This is an optimization exercise on Yosys and OpenROAD, whose aim is small area and a short achievable clock period, not a production implementation.

==> fjord <==
==> flow/design.v (excerpt) <==
module exec_stage (
    input  logic            clk,
    input  logic            rst_i,
    input  logic [411:0]    issue_i,
    input  logic [65:0]     bypass_a_i,
    input  logic [65:0]     bypass_b_i,
    output logic [285:0]    result_o,
    output logic            redirect_o,
    output exec_pkg::word_t redirect_pc_o,
    output logic            branch_cond_o
);
    exec_pkg::issue_t  iss0;
    exec_pkg::issue_t  iss1;
    exec_pkg::bypass_t byp_a0;
    exec_pkg::bypass_t byp_a1;
    exec_pkg::bypass_t byp_b0;
    exec_pkg::bypass_t byp_b1;
    exec_pkg::word_t rs0, rt0, pc8_0, arith0, other0;
    exec_pkg::word_t rs1, rt1, pc8_1, arith1, other1;
    logic            asel0, asel1;
    logic            eq0, rw0, bad0, ovf0, trap0;
    logic            eq1, rw1, bad1, ovf1, trap1;
    logic            br_cond;
    logic            br_redirect;
    exec_pkg::word_t br_target;
    assign iss0   = issue_i[205:0];
    assign iss1   = issue_i[411:206];
    assign byp_a0 = bypass_a_i[32:0];
    assign byp_a1 = bypass_a_i[65:33];
    assign byp_b0 = bypass_b_i[32:0];
    assign byp_b1 = bypass_b_i[65:33];
    exec_lane i_lane0 (
        .issue_i    (iss0),
        .bypass_a_i (byp_a0),
        .bypass_b_i (byp_b0),
        .rs_o       (rs0),
        .rt_o       (rt0),
        .rs_eq_rt_o (eq0),
        .pc8_o      (pc8_0),
        .arith_sel_o(asel0),
        .arith_o    (arith0),
        .other_o    (other0),
        .regwrite_o (rw0),
        .addr_bad_o (bad0),
        .overflow_o (ovf0),
        .trap_o     (trap0)
    );
    exec_lane i_lane1 (
        .issue_i    (iss1),
        .bypass_a_i (byp_a1),
        .bypass_b_i (byp_b1),
        .rs_o       (rs1),
        .rt_o       (rt1),
        .rs_eq_rt_o (eq1),
  ...
clock: 6.0 ns
lec_check: 0
abc_area: 1
cap_margin: 20
core_margin: 2
core_utilization: 40
setup_slack_margin: 3.0
slew_margin: 20
standard.sh (not shown) runs the stock make flow with config.mk's settings and CLKGATE_MAP_FILE= SYNTH_SCRIPT=/design/flow/synth_recipe.tcl, a recipe that flattens the netlist after the stock synthesis.
==> flow/flow/run.sh <==
#!/bin/bash
# Standard layout, with plain buffers (not delay cells) on the ports.
cp standard.sh standard_sh.txt
export BUFFER_PORTS_ARGS="-buffer_cell sky130_fd_sc_hd__buf_1"
bash standard.sh > standard.log 2>&1
==> juniper: changes against fjord <==
--- a/flow/design.v
+++ b/flow/design.v
@@ -108,12 +108,14 @@
     input  exec_pkg::word_t   b_i,
     input  exec_pkg::alu_op_e op_i,
     output logic              arith_sel_o,
     output exec_pkg::word_t   arith_o,
     output exec_pkg::word_t   other_o,
-    output logic [1:0]        y_lo_o,
-    output logic              overflow_o
+    output logic              is_cmp_o,
+    output logic [1:0]        y_lo_nc_o,
+    output logic              ovf_if_set_o,
+    output logic              ovf_if_clr_o
 );
     logic        sub;
     logic        is_addsub;
     logic        is_cmp;
     logic [31:0] bx;
@@ -132,12 +134,14 @@
     assign is_cmp    = (op_i[3:1] == 3'b100);
     assign sub = (op_i[3:1] == 3'b001) || is_cmp;
     assign bx  = b_i ^ {32{sub}};
     assign sum_c = {1'b0, a_i, 1'b1} + {1'b0, bx, sub};
     assign sum   = sum_c[33:1];
-    assign overflow_o = is_addsub && !op_i[0] &&
-                        (a_i[31] == bx[31]) && (sum[31] != a_i[31]);
+    logic ovf_op;
+    assign ovf_op       = is_addsub && !op_i[0] && (a_i[31] == bx[31]);
+    assign ovf_if_set_o = ovf_op && !a_i[31];
+    assign ovf_if_clr_o = ovf_op && a_i[31];
     assign slt  = (a_i[31] ^ b_i[31]) ? a_i[31] : sum[31];
     assign sltu = !sum[32];
     assign cmp  = op_i[0] ? sltu : slt;
     assign arith_sel_o = is_addsub || is_cmp;
     assign arith_o     = is_cmp ? {31'b0, cmp} : sum[31:0];
@@ -157,22 +161,23 @@
             sh_rev[i] = sh4[31-i];
         end
     end
     always_comb begin
         case (op_i)
-            exec_pkg::AND:  other_o = a_i & bx;
-            exec_pkg::OR:   other_o = a_i | bx;
-            exec_pkg::XOR:  other_o = a_i ^ bx;
-            exec_pkg::NOR:  other_o = ~(a_i | bx);
+            exec_pkg::AND:  other_o = a_i & b_i;
+            exec_pkg::OR:   other_o = a_i | b_i;
+            exec_pkg::XOR:  other_o = a_i ^ b_i;
+            exec_pkg::NOR:  other_o = ~(a_i | b_i);
             exec_pkg::SLL:  other_o = sh_rev;
             exec_pkg::SRL,
             exec_pkg::SRA:  other_o = sh4;
             exec_pkg::LUI:  other_o = {b_i[15:0], 16'b0};
             default:        other_o = '0;
         endcase
     end
-    assign y_lo_o = arith_sel_o ? arith_o[1:0] : other_o[1:0];
+    assign is_cmp_o  = is_cmp;
+    assign y_lo_nc_o = is_addsub ? sum[1:0] : other_o[1:0];
 endmodule
 `timescale 1ns/1ps
 module branch_resolve (
     input  exec_pkg::issue_t  issue_i,
     input  exec_pkg::bypass_t bypass_a_i,
@@ -278,23 +283,26 @@
     output exec_pkg::word_t   pc8_o,
     output logic              arith_sel_o,
     output exec_pkg::word_t   arith_o,
     output exec_pkg::word_t   other_o,
     output logic              regwrite_o,
-    output logic              addr_bad_o,
-    output logic              overflow_o,
+    output logic              addr_bad_nc_o,
+    output logic              addr_cmp_o,
+    output logic              ovf_if_set_o,
+    output logic              ovf_if_clr_o,
     output logic              trap_o
 );
     exec_pkg::ctl_t  ctl;
     exec_pkg::word_t rs;
     exec_pkg::word_t rt;
     exec_pkg::word_t imm_ext;
     exec_pkg::word_t op_a;
     exec_pkg::word_t op_b;
     logic            alu_arith_sel;
     exec_pkg::word_t alu_other;
-    logic [1:0]      y_lo;
+    logic [1:0]      y_lo_nc;
+    logic            is_cmp;
     logic            rt_zero;
     logic            cm_fail;
     assign ctl = issue_i.ctl;
     assign rs = bypass_a_i.bypass ? bypass_a_i.data : issue_i.rd1;
     assign rt = bypass_b_i.bypass ? bypass_b_i.data : issue_i.rd2;
@@ -310,17 +318,20 @@
         .b_i         (op_b),
         .op_i        (ctl.alu_op),
         .arith_sel_o (alu_arith_sel),
         .arith_o     (arith_o),
         .other_o     (alu_other),
-        .y_lo_o      (y_lo),
-        .overflow_o  (overflow_o)
+        .is_cmp_o    (is_cmp),
+        .y_lo_nc_o   (y_lo_nc),
+        .ovf_if_set_o(ovf_if_set_o),
+        .ovf_if_clr_o(ovf_if_clr_o)
     );
     assign pc8_o       = {issue_i.pc[31:3] + 29'd1, issue_i.pc[2:0]};
     assign arith_sel_o = alu_arith_sel && !ctl.is_link;
     assign other_o     = ctl.is_link ? pc8_o : alu_other;
-    assign addr_bad_o = exec_pkg::misaligned(ctl.msize, y_lo);
+    assign addr_bad_nc_o = exec_pkg::misaligned(ctl.msize, y_lo_nc);
+    assign addr_cmp_o    = is_cmp && ((ctl.msize == exec_pkg::MSIZE2) || (ctl.msize == exec_pkg::MSIZE4));
     always_comb begin
         case (ctl.cmove)
             exec_pkg::CM_MOVZ: cm_fail = !rt_zero;
             exec_pkg::CM_MOVN: cm_fail = rt_zero;
             default:           cm_fail = 1'b0;
@@ -348,12 +359,12 @@
     exec_pkg::bypass_t byp_b0;
     exec_pkg::bypass_t byp_b1;
     exec_pkg::word_t rs0, rt0, pc8_0, arith0, other0;
     exec_pkg::word_t rs1, rt1, pc8_1, arith1, other1;
     logic            asel0, asel1;
-    logic            eq0, rw0, bad0, ovf0, trap0;
-    logic            eq1, rw1, bad1, ovf1, trap1;
+    logic            eq0, rw0, bnc0, acmp0, ovs0, ovc0, trap0;
+    logic            eq1, rw1, bnc1, acmp1, ovs1, ovc1, trap1;
     logic            br_cond;
     logic            br_redirect;
     exec_pkg::word_t br_target;
     assign iss0   = issue_i[205:0];
     assign iss1   = issue_i[411:206];
@@ -371,12 +382,14 @@
         .pc8_o      (pc8_0),
         .arith_sel_o(asel0),
         .arith_o    (arith0),
         .other_o    (other0),
         .regwrite_o (rw0),
-        .addr_bad_o (bad0),
-        .overflow_o (ovf0),
+        .addr_bad_nc_o(bnc0),
+        .addr_cmp_o (acmp0),
+        .ovf_if_set_o(ovs0),
+        .ovf_if_clr_o(ovc0),
         .trap_o     (trap0)
     );
     exec_lane i_lane1 (
         .issue_i    (iss1),
         .bypass_a_i (byp_a1),
@@ -387,12 +400,14 @@
         .pc8_o      (pc8_1),
         .arith_sel_o(asel1),
         .arith_o    (arith1),
         .other_o    (other1),
         .regwrite_o (rw1),
-        .addr_bad_o (bad1),
-        .overflow_o (ovf1),
+        .addr_bad_nc_o(bnc1),
+        .addr_cmp_o (acmp1),
+        .ovf_if_set_o(ovs1),
+        .ovf_if_clr_o(ovc1),
         .trap_o     (trap1)
     );
     branch_resolve i_branch (
         .issue_i    (iss1),
         .bypass_a_i (byp_a1),
@@ -403,16 +418,17 @@
         .redirect_o (br_redirect),
         .target_o   (br_target)
     );
     logic            v0_q, v1_q;
     logic            redirect_q, cond_q;
-    exec_pkg::word_t pc0_q, alu0_q, srca0_q, srcb0_q;
-    exec_pkg::word_t pc1_q, alu1_q, srca1_q, srcb1_q;
+    exec_pkg::word_t pc0_q, arith0_q, other0_q, srca0_q, srcb0_q;
+    exec_pkg::word_t pc1_q, arith1_q, other1_q, srca1_q, srcb1_q;
+    logic            asel0_q, asel1_q;
     logic [4:0]      rdst0_q, rdst1_q;
     logic [1:0]      msize0_q, msize1_q;
-    logic            rw0_q, mtr0_q, mw0_q, bad0_q, ovf0_q, trap0_q;
-    logic            rw1_q, mtr1_q, mw1_q, bad1_q, ovf1_q, trap1_q;
+    logic            rw0_q, mtr0_q, mw0_q, bnc0_q, acmp0_q, ovs0_q, ovc0_q, trap0_q;
+    logic            rw1_q, mtr1_q, mw1_q, bnc1_q, acmp1_q, ovs1_q, ovc1_q, trap1_q;
     logic            x1_q;
     exec_pkg::word_t target_q;
     always_ff @(posedge clk) begin
         if (rst_i) begin
             v0_q       <= 1'b0;
@@ -426,71 +442,84 @@
             cond_q     <= br_cond;
         end
     end
     always_ff @(posedge clk) begin
         pc0_q    <= iss0.pc;
-        alu0_q   <= asel0 ? arith0 : other0;
+        asel0_q  <= asel0;
+        arith0_q <= arith0;
+        other0_q <= other0;
         srca0_q  <= rs0;
         srcb0_q  <= rt0;
         rdst0_q  <= iss0.rdst;
         msize0_q <= iss0.ctl.msize;
         rw0_q    <= rw0;
         mtr0_q   <= iss0.ctl.memtoreg;
         mw0_q    <= iss0.ctl.memwrite;
-        bad0_q   <= bad0;
-        ovf0_q   <= ovf0;
+        bnc0_q   <= bnc0;
+        acmp0_q  <= acmp0;
+        ovs0_q   <= ovs0;
+        ovc0_q   <= ovc0;
         trap0_q  <= trap0;
         pc1_q    <= iss1.pc;
-        alu1_q   <= asel1 ? arith1 : other1;
+        asel1_q  <= asel1;
+        arith1_q <= arith1;
+        other1_q <= other1;
         srca1_q  <= rs1;
         srcb1_q  <= rt1;
         rdst1_q  <= iss1.rdst;
         msize1_q <= iss1.ctl.msize;
         rw1_q    <= rw1;
         mtr1_q   <= iss1.ctl.memtoreg;
         mw1_q    <= iss1.ctl.memwrite;
-        bad1_q   <= bad1;
-        ovf1_q   <= ovf1;
+        bnc1_q   <= bnc1;
+        acmp1_q  <= acmp1;
+        ovs1_q   <= ovs1;
+        ovc1_q   <= ovc1;
         trap1_q  <= trap1;
         x1_q     <= iss1.in_exc || trap1;
         target_q <= br_target;
     end
     logic l1_exc;
+    logic bad0, bad1, ovf0, ovf1;
+    assign bad0 = acmp0_q ? arith0_q[0] : bnc0_q;
+    assign bad1 = acmp1_q ? arith1_q[0] : bnc1_q;
+    assign ovf0 = arith0_q[31] ? ovs0_q : ovc0_q;
+    assign ovf1 = arith1_q[31] ? ovs1_q : ovc1_q;
     logic adel0, ades0, adel1, ades1;
-    assign adel0  = mtr0_q && bad0_q;
-    assign ades0  = mw0_q && bad0_q;
-    assign adel1  = mtr1_q && bad1_q;
-    assign ades1  = mw1_q && bad1_q;
-    assign l1_exc = v1_q && (x1_q || ovf1_q || ((mtr1_q || mw1_q) && bad1_q));
+    assign adel0  = mtr0_q && bad0;
+    assign ades0  = mw0_q && bad0;
+    assign adel1  = mtr1_q && bad1;
+    assign ades1  = mw1_q && bad1;
+    assign l1_exc = v1_q && (x1_q || ovf1 || ((mtr1_q || mw1_q) && bad1));
     exec_pkg::result_t out0;
     exec_pkg::result_t out1;
     always_comb begin
-        out0.valid        = v0_q && !(v1_q && ovf1_q);
+        out0.valid        = v0_q && !(v1_q && ovf1);
         out0.pc           = pc0_q;
-        out0.alu_out      = alu0_q;
+        out0.alu_out      = asel0_q ? arith0_q : other0_q;
         out0.srca         = srca0_q;
         out0.srcb         = srcb0_q;
         out0.rdst         = rdst0_q;
         out0.regwrite     = rw0_q;
-        out0.memtoreg     = mtr0_q && !bad0_q && !l1_exc;
-        out0.memwrite     = mw0_q && !bad0_q && !l1_exc;
+        out0.memtoreg     = mtr0_q && !bad0 && !l1_exc;
+        out0.memwrite     = mw0_q && !bad0 && !l1_exc;
         out0.msize        = exec_pkg::msize_e'(msize0_q);
-        out0.exc.overflow = ovf0_q;
+        out0.exc.overflow = ovf0;
         out0.exc.adel     = adel0;
         out0.exc.ades     = ades0;
         out0.exc.trap     = trap0_q;
         out1.valid        = v1_q;
         out1.pc           = pc1_q;
-        out1.alu_out      = alu1_q;
+        out1.alu_out      = asel1_q ? arith1_q : other1_q;
         out1.srca         = srca1_q;
         out1.srcb         = srcb1_q;
         out1.rdst         = rdst1_q;
         out1.regwrite     = rw1_q;
-        out1.memtoreg     = mtr1_q && !bad1_q;
-        out1.memwrite     = mw1_q && !bad1_q;
+        out1.memtoreg     = mtr1_q && !bad1;
+        out1.memwrite     = mw1_q && !bad1;
         out1.msize        = exec_pkg::msize_e'(msize1_q);
-        out1.exc.overflow = ovf1_q;
+        out1.exc.overflow = ovf1;
         out1.exc.adel     = adel1;
         out1.exc.ades     = ades1;
         out1.exc.trap     = trap1_q;
     end
     assign result_o      = {out1, out0};
==> flow/flow/run.sh (replaced) <==
#!/bin/bash
# The standard layout, except that the port buffers are plain buf_1
# cells instead of the delay cells buffer_ports picks by default. The
# make output goes to standard.log here; ORFS writes each step's log
# under orfs/logs.
set -euo pipefail
bash standard.sh BUFFER_PORTS_ARGS="-buffer_cell sky130_fd_sc_hd__buf_1" finish > standard.log 2>&1
--- a/flow/config.mk
+++ b/flow/config.mk
@@ -7,7 +7,7 @@
 export LEC_CHECK = 0
 export ABC_AREA = 1
 export CAP_MARGIN = 20
 export CORE_MARGIN = 2
 export CORE_UTILIZATION = 40
-export SETUP_SLACK_MARGIN = 3.0
+export SETUP_SLACK_MARGIN = 2.5
 export SLEW_MARGIN = 20
==> notes.md <==
* Status: complete, no violations
* Syn avg cell area at 6.36 µm²
* Setup WS post-layout at 2.31 ns
* Sequential share of cell area at 0.184
* Adder-Cell Fraction of Synth Area at 0.0971
* Cell Count, Final, Fillers Out at 7238
* Worst Tran Pin Value at 1.17 ns
* CP cell instances: buf_1, inv_1, nand2_1, buf_4, inv_1, a22oi_1, nor2_1, a21oi_1, a21oi_1
* Worst hold path endpoint: rdst1_q[1]$_DFF_P_
the above is filed under juniper

==> notes.md <==
* Adder-Cell Fraction of Synth Area at 0.0807
* Status: complete, no violations
* Synth Flop Type: dfxtp_1
* CP cell instances: buf_12, buf_12, buf_12, inv_6, or2_2, o21ai_2, nor2_2, ha_4, nand2_2, nor2_2, inv_2, o21ai_2, a31oi_1, buf_4, nand2_4, nand2_4, nand3_2, nand2_2, nand2_2, nand3_2, nand2_4, o21ai_1
* WL met3 at 25.3 mm
* Syn avg cell area at 6.11 µm²
* Setup WS post-layout at 2.34 ns
* Sequential share of cell area at 0.130
* Mux contribution to synthesized area at 0.00135
* Worst Tran Pin Value at 1.19 ns
* Worst hold path endpoint: rdst1_q[3]$_DFF_P_
* Cell Count, Final, Fillers Out at 7135
the above is filed under fjord

Function was not checked in any run of this note: the RTL went through the layout flow alone.

-- port drivers added, routing unchanged --
The results above use ideal ports. As a check the final layouts listed here were re-extracted and re-timed, cells and wires unchanged. Step 1 (the two cells are an assumption about what drives the block):
set clk [get_ports {clk}]
set_driving_cell -lib_cell sky130_fd_sc_hd__clkbuf_16 $clk
set_driving_cell -lib_cell sky130_fd_sc_hd__buf_2 [delete_from_list [all_inputs] $clk]
Step 2 adds t to the input delays and takes it off the output delays; t is the mean of the earliest and latest rising clock arrival at the registers after step 1. Input paths then give back, and output paths get back, about the clock's delay inside the block. Slacks: no drivers / after step 1 / after step 2; pairs: no drivers / after step 1.
run | t (ns) | setup WS [ns] | hold slack, ns | worst setup path after step 2
fjord | 0.656 | 2.344 / 2.308 / 1.652 | 0.692 / 0.651 / 1.307 | input to register
juniper | 0.678 | 2.307 / 2.320 / 1.641 | 0.700 / 0.654 / 1.332 | input to register
After both steps setup and hold are still met in every run listed. The setup slack of fjord, which loses most, moves by -0.036 ns with the drivers and by -0.692 ns with both steps.
